What follows belongs to an exercise in optimizing a design on an open flow for small area; a production flow would make more cautious choices. In this exercise RTL edits were held to simulation tests only and were not proved equivalent to the original.

==> 06-21: inputs <==
==> flow/design.v <==
module split_demux #(
   parameter int WIDTH      = 32,
   parameter int CNT        = 31,
   parameter int GROUP_SIZE = 8
) (
   input  logic                 clk,
   input  logic                 rst_n,
   input  logic                 din_vld,
   input  logic [WIDTH-1:0]     din,
   input  logic [CNT-1:0]       sel,
   output logic [CNT-1:0]       dout_vld,
   output logic [WIDTH*CNT-1:0] dout,
   output logic                 sel_err,
   output logic [7:0]           err_cnt
);
   localparam int GROUP_COUNT = CNT / GROUP_SIZE;
   localparam int REM_SIZE    = CNT % GROUP_SIZE;
   localparam int NGRP        = GROUP_COUNT + ((REM_SIZE != 0) ? 1 : 0);
   logic [NGRP-1:0]        seen_l1;
   logic [NGRP-1:0]        hit_d, hit_q;
   logic [NGRP-1:0]        multi_d, multi_q;
   logic [CNT-1:0]         lsel_q;
   logic [WIDTH-1:0]       data_q;
   logic                   vld_q;
   logic                   hit_any, hit_multi, ok, rej;
   logic [CNT-1:0]         dout_vld_d, dout_vld_q;
   logic [WIDTH*CNT-1:0]   dout_d, dout_q;
   logic                   sel_err_d, sel_err_q;
   logic [7:0]             err_cnt_d, err_cnt_q;
   always_comb begin
      seen_l1 = '0;
      multi_d = '0;
      for (int unsigned k = 0; k < CNT; k++) begin
         multi_d[k/GROUP_SIZE] = multi_d[k/GROUP_SIZE] | (seen_l1[k/GROUP_SIZE] & sel[k]);
         seen_l1[k/GROUP_SIZE] = seen_l1[k/GROUP_SIZE] | sel[k];
      end
      hit_d   = seen_l1 & {NGRP{din_vld}};
      multi_d = multi_d & {NGRP{din_vld}};
   end
   always_ff @(posedge clk) begin
      if (!rst_n) begin
         vld_q   <= 1'b0;
         hit_q   <= '0;
         multi_q <= '0;
         lsel_q  <= '0;
         data_q  <= '0;
      end else begin
         vld_q   <= din_vld;
         hit_q   <= hit_d;
         multi_q <= multi_d;
         lsel_q  <= sel;
         data_q  <= din;
      end
   end
   always_comb begin
      hit_any   = 1'b0;
      hit_multi = 1'b0;
      for (int unsigned g = 0; g < NGRP; g++) begin
         hit_multi = hit_multi | (hit_any & hit_q[g]);
         hit_any   = hit_any | hit_q[g];
      end
      ok  = vld_q & hit_any & ~hit_multi & ~(|multi_q);
      rej = vld_q & ~ok;
      dout_vld_d = '0;
      dout_d     = dout_q;
      for (int unsigned k = 0; k < CNT; k++) begin
         dout_vld_d[k] = ok & hit_q[k/GROUP_SIZE] & lsel_q[k];
         if (dout_vld_d[k]) begin
            dout_d[k*WIDTH +: WIDTH] = data_q;
         end
      end
      sel_err_d = rej;
      err_cnt_d = err_cnt_q;
      if (rej && (err_cnt_q != '1)) begin
         err_cnt_d = err_cnt_q + 8'd1;
      end
   end
   always_ff @(posedge clk) begin
      if (!rst_n) begin
         dout_vld_q <= '0;
         dout_q     <= '0;
         sel_err_q  <= 1'b0;
         err_cnt_q  <= '0;
      end else begin
         dout_vld_q <= dout_vld_d;
         dout_q     <= dout_d;
         sel_err_q  <= sel_err_d;
         err_cnt_q  <= err_cnt_d;
      end
   end
   assign dout_vld = dout_vld_q;
   assign dout     = dout_q;
   assign sel_err  = sel_err_q;
   assign err_cnt  = err_cnt_q;
endmodule
==> flow/run.sh <==
#!/bin/bash
# synth_recipe.tcl (not shown) runs the flow's synth.tcl, then flattens the netlist and writes it again
# the make line also repeats each setting of config.mk as NAME=value (left out here)
make -C /OpenROAD-flow-scripts/flow DESIGN_CONFIG=/design/flow/config.mk WORK_HOME=/design/flow/orfs CLKGATE_MAP_FILE= SYNTH_SCRIPT=/design/flow/synth_recipe.tcl finish
==> flow/config.mk <==
export PLATFORM = sky130hd
export DESIGN_NAME = split_demux
export DESIGN_NICKNAME = split_demux
export VERILOG_FILES = /design/flow/design.v
export SDC_FILE = /design/flow/constraint.sdc
export NUM_CORES = 4
export LEC_CHECK = 0
export CAP_MARGIN = 20
export CORE_AREA = 5 5 355 355
export DIE_AREA = 0 0 360 360
export SLEW_MARGIN = 20
==> flow/constraint.sdc <==
create_clock -name core_clock -period 4.0 [get_ports {clk}]
set_input_delay 0.8000 -clock core_clock [delete_from_list [all_inputs] [get_ports {clk}]]
set_output_delay 0.8000 -clock core_clock [all_outputs]
set_load 0.01 [all_outputs]
==> 02-03: changes against 06-21 <==
==> flow/design.v (replaced) <==
module split_demux #(
   parameter int WIDTH = 32,
   parameter int CNT   = 31
) (
   input  logic                 clk,
   input  logic                 rst_n,
   input  logic                 din_vld,
   input  logic [WIDTH-1:0]     din,
   input  logic [CNT-1:0]       sel,
   output logic [CNT-1:0]       dout_vld,
   output logic [WIDTH*CNT-1:0] dout,
   output logic                 sel_err,
   output logic [7:0]           err_cnt
);
   localparam int IW = 5;    
   logic [IW-1:0] enc1, enc0;    
   logic          any, multi, onehot;
   for (genvar j = 0; j < IW; j++) begin : g_enc
      logic [CNT-1:0] m1, m0;
      for (genvar k = 0; k < CNT; k++) begin : g_bit
         assign m1[k] = ((k >> j) & 1) ? sel[k] : 1'b0;
         assign m0[k] = ((k >> j) & 1) ? 1'b0 : sel[k];
      end
      assign enc1[j] = |m1;
      assign enc0[j] = |m0;
   end
   assign any    = enc1[0] | enc0[0];
   assign multi  = |(enc1 & enc0);
   assign onehot = any & ~multi;
   logic [IW-1:0]    idx1;
   logic             ok1, rej1;
   logic [WIDTH-1:0] data1;
   always_ff @(posedge clk) begin
      ok1   <= rst_n & din_vld & onehot;
      rej1  <= rst_n & din_vld & ~onehot;
      idx1  <= enc1;
      data1 <= din;
   end
   logic [IW-1:0] idx2;
   logic          ok2, rej2;
   logic [7:0]    cnt;
   always_ff @(posedge clk) begin
      ok2  <= rst_n & ok1;
      rej2 <= rst_n & rej1;
      idx2 <= idx1;
      if (!rst_n)
         cnt <= '0;
      else if (rej1 && cnt != 8'hff)
         cnt <= cnt + 8'd1;
   end
   logic [WIDTH-1:0] ldata;
   assign ldata = data1 & {WIDTH{rst_n}};
   for (genvar k = 0; k < CNT; k++) begin : g_lane
      logic             load;
      logic [WIDTH-1:0] lane;
      assign load = (ok1 & (idx1 == IW'(k))) | ~rst_n;
      always_ff @(posedge clk) begin
         if (load) lane <= ldata;
      end
      assign dout[k*WIDTH +: WIDTH] = lane;
      assign dout_vld[k] = ok2 & (idx2 == IW'(k));
   end
   assign sel_err = rej2;
   assign err_cnt = cnt;
endmodule
==> flow/flow/run.sh (new file) <==
#!/bin/bash
# Standard layout, with port buffers of the smallest plain buffer cell.
set -euo pipefail
export BUFFER_PORTS_ARGS="-buffer_cell sky130_fd_sc_hd__buf_1"
bash standard.sh "BUFFER_PORTS_ARGS=-buffer_cell sky130_fd_sc_hd__buf_1" finish > standard_flow.log 2>&1
==> flow/standard.sh (new file) <==
#!/bin/bash
# synth_recipe.tcl (not shown) runs the flow's synth.tcl, then flattens the netlist and writes it again
# the make line also repeats each setting of config.mk as NAME=value (left out here)
make -C /OpenROAD-flow-scripts/flow DESIGN_CONFIG=/design/flow/config.mk WORK_HOME=/design/flow/orfs CLKGATE_MAP_FILE= SYNTH_SCRIPT=/design/flow/synth_recipe.tcl "${@:-finish}"
--- a/flow/config.mk
+++ b/flow/config.mk
@@ -6,6 +6,6 @@
 export NUM_CORES = 4
 export LEC_CHECK = 0
 export CAP_MARGIN = 20
-export CORE_AREA = 5 5 355 355
-export DIE_AREA = 0 0 360 360
+export CORE_AREA = 4 4 252 252
+export DIE_AREA = 0 0 256 256
 export SLEW_MARGIN = 20
removed: flow/run.sh
==> 06-16: changes against 06-21 <==
==> flow/design.v (replaced) <==
module split_demux #(
   parameter int WIDTH = 32,
   parameter int CNT   = 31
) (
   input  logic                 clk,
   input  logic                 rst_n,
   input  logic                 din_vld,
   input  logic [WIDTH-1:0]     din,
   input  logic [CNT-1:0]       sel,
   output logic [CNT-1:0]       dout_vld,
   output logic [WIDTH*CNT-1:0] dout,
   output logic                 sel_err,
   output logic [7:0]           err_cnt
);
   localparam int IW = 5;    
   logic [IW-1:0] enc1, enc0;    
   logic          any, multi, onehot;
   for (genvar j = 0; j < IW; j++) begin : g_enc
      logic [CNT-1:0] m1, m0;
      for (genvar k = 0; k < CNT; k++) begin : g_bit
         assign m1[k] = ((k >> j) & 1) ? sel[k] : 1'b0;
         assign m0[k] = ((k >> j) & 1) ? 1'b0 : sel[k];
      end
      assign enc1[j] = |m1;
      assign enc0[j] = |m0;
   end
   assign any    = enc1[0] | enc0[0];
   assign multi  = |(enc1 & enc0);
   assign onehot = any & ~multi;
   logic [IW-1:0]    idx1;
   logic             ok1, rej1;
   logic [WIDTH-1:0] data1;
   always_ff @(posedge clk) begin
      ok1   <= rst_n & din_vld & onehot;
      rej1  <= rst_n & din_vld & ~onehot;
      idx1  <= enc1;
      data1 <= din;
   end
   logic [IW-1:0] idx2;
   logic          ok2, rej2;
   logic [7:0]    cnt;
   always_ff @(posedge clk) begin
      ok2  <= rst_n & ok1;
      rej2 <= rst_n & rej1;
      idx2 <= idx1;
      if (!rst_n)
         cnt <= '0;
      else if (rej1 && cnt != 8'hff)
         cnt <= cnt + 8'd1;
   end
   logic [WIDTH-1:0] ldata;
   assign ldata = data1 & {WIDTH{rst_n}};
   for (genvar k = 0; k < CNT; k++) begin : g_lane
      logic             load;
      logic [WIDTH-1:0] lane;
      assign load = (ok1 & (idx1 == IW'(k))) | ~rst_n;
      always_ff @(posedge clk) begin
         if (load) lane <= ldata;
      end
      assign dout[k*WIDTH +: WIDTH] = lane;
      assign dout_vld[k] = ok2 & (idx2 == IW'(k));
   end
   assign sel_err = rej2;
   assign err_cnt = cnt;
endmodule
==> flow/flow/run.sh (new file) <==
#!/bin/bash
# The standard layout (standard.sh), with two changes to how the layout is made:
#  - port buffers use the smallest plain buffer cell (buf_1) instead of the resizer's pick;
#  - clock tree: clkbuf_8 buffers, sink clusters of at most 16 flops within 40 um,
#    no dummy loads.
# The make output goes to standard_flow.log; each ORFS step also writes its own log
# under orfs/logs/.
set -euo pipefail
bash standard.sh \
  "BUFFER_PORTS_ARGS=-buffer_cell sky130_fd_sc_hd__buf_1" \
  "CTS_ARGS=-sink_clustering_enable -repair_clock_nets -dont_use_dummy_load -buf_list sky130_fd_sc_hd__clkbuf_8 -sink_clustering_size 16 -sink_clustering_max_diameter 40" \
  finish > standard_flow.log 2>&1
==> flow/standard.sh (new file) <==
#!/bin/bash
# synth_recipe.tcl (not shown) runs the flow's synth.tcl, then flattens the netlist and writes it again
# the make line also repeats each setting of config.mk as NAME=value (left out here)
make -C /OpenROAD-flow-scripts/flow DESIGN_CONFIG=/design/flow/config.mk WORK_HOME=/design/flow/orfs CLKGATE_MAP_FILE= SYNTH_SCRIPT=/design/flow/synth_recipe.tcl "${@:-finish}"
--- a/flow/config.mk
+++ b/flow/config.mk
@@ -6,6 +6,6 @@
 export NUM_CORES = 4
 export LEC_CHECK = 0
 export CAP_MARGIN = 20
-export CORE_AREA = 5 5 355 355
-export DIE_AREA = 0 0 360 360
+export CORE_AREA = 4 4 476 126
+export DIE_AREA = 0 0 480 130
 export SLEW_MARGIN = 20
removed: flow/run.sh
==> comparison <==
Against 06-21, the first-iteration DRC count of 06-16 is smaller by 18%. Of 06-21 and 06-16, 06-21 has the higher count of clock-buffer cells in the layout (gap 111). 06-16 produced a clean layout. 06-21 ran to the end with no violations. 02-03 aborted during I/O pin placement (3_2_place_iop). Between 06-16 and 06-21, the lower worst setup slack is in 06-16 (gap 0.13 ns). Against 06-21, the synthesized cell count of 02-03 is smaller by about 70%. Non-clock buffer count: 06-21 is higher than 06-16 (48).

## re-timing with driven ports
Ports are ideal in the flow. The routed layouts listed here were re-timed in OpenROAD.
Step 1 sets driving cells, clkbuf_16 on the clock port and buf_2 on the other inputs (assumed; they add their load-dependent delay and slew).
Step 2 times the ports against the registers' clock, not the clock port: input delays grow and output delays shrink by t, the midpoint of the rising clock arrivals with the driver on.
a / b / c = ideal ports / drivers / drivers and shift; a / b = the first two.
| run | shift t [ns] | slack for setup (ns) | clock arrival spread, ns | worst data-port slew with drivers (ns) |
|---|---|---|---|---|
| 06-21 | 0.803 | 1.097 / 1.097 / 1.097 | 0.056 / 0.057 | 0.12 |
| 06-16 | 0.742 | 0.967 / 0.967 / 0.559 | 0.035 / 0.035 | 0.15 |
After both steps setup and hold are still met in every run listed. For 06-16, which loses most, drivers alone change the setup slack by 0.000 ns; drivers and shift together by -0.408 ns.
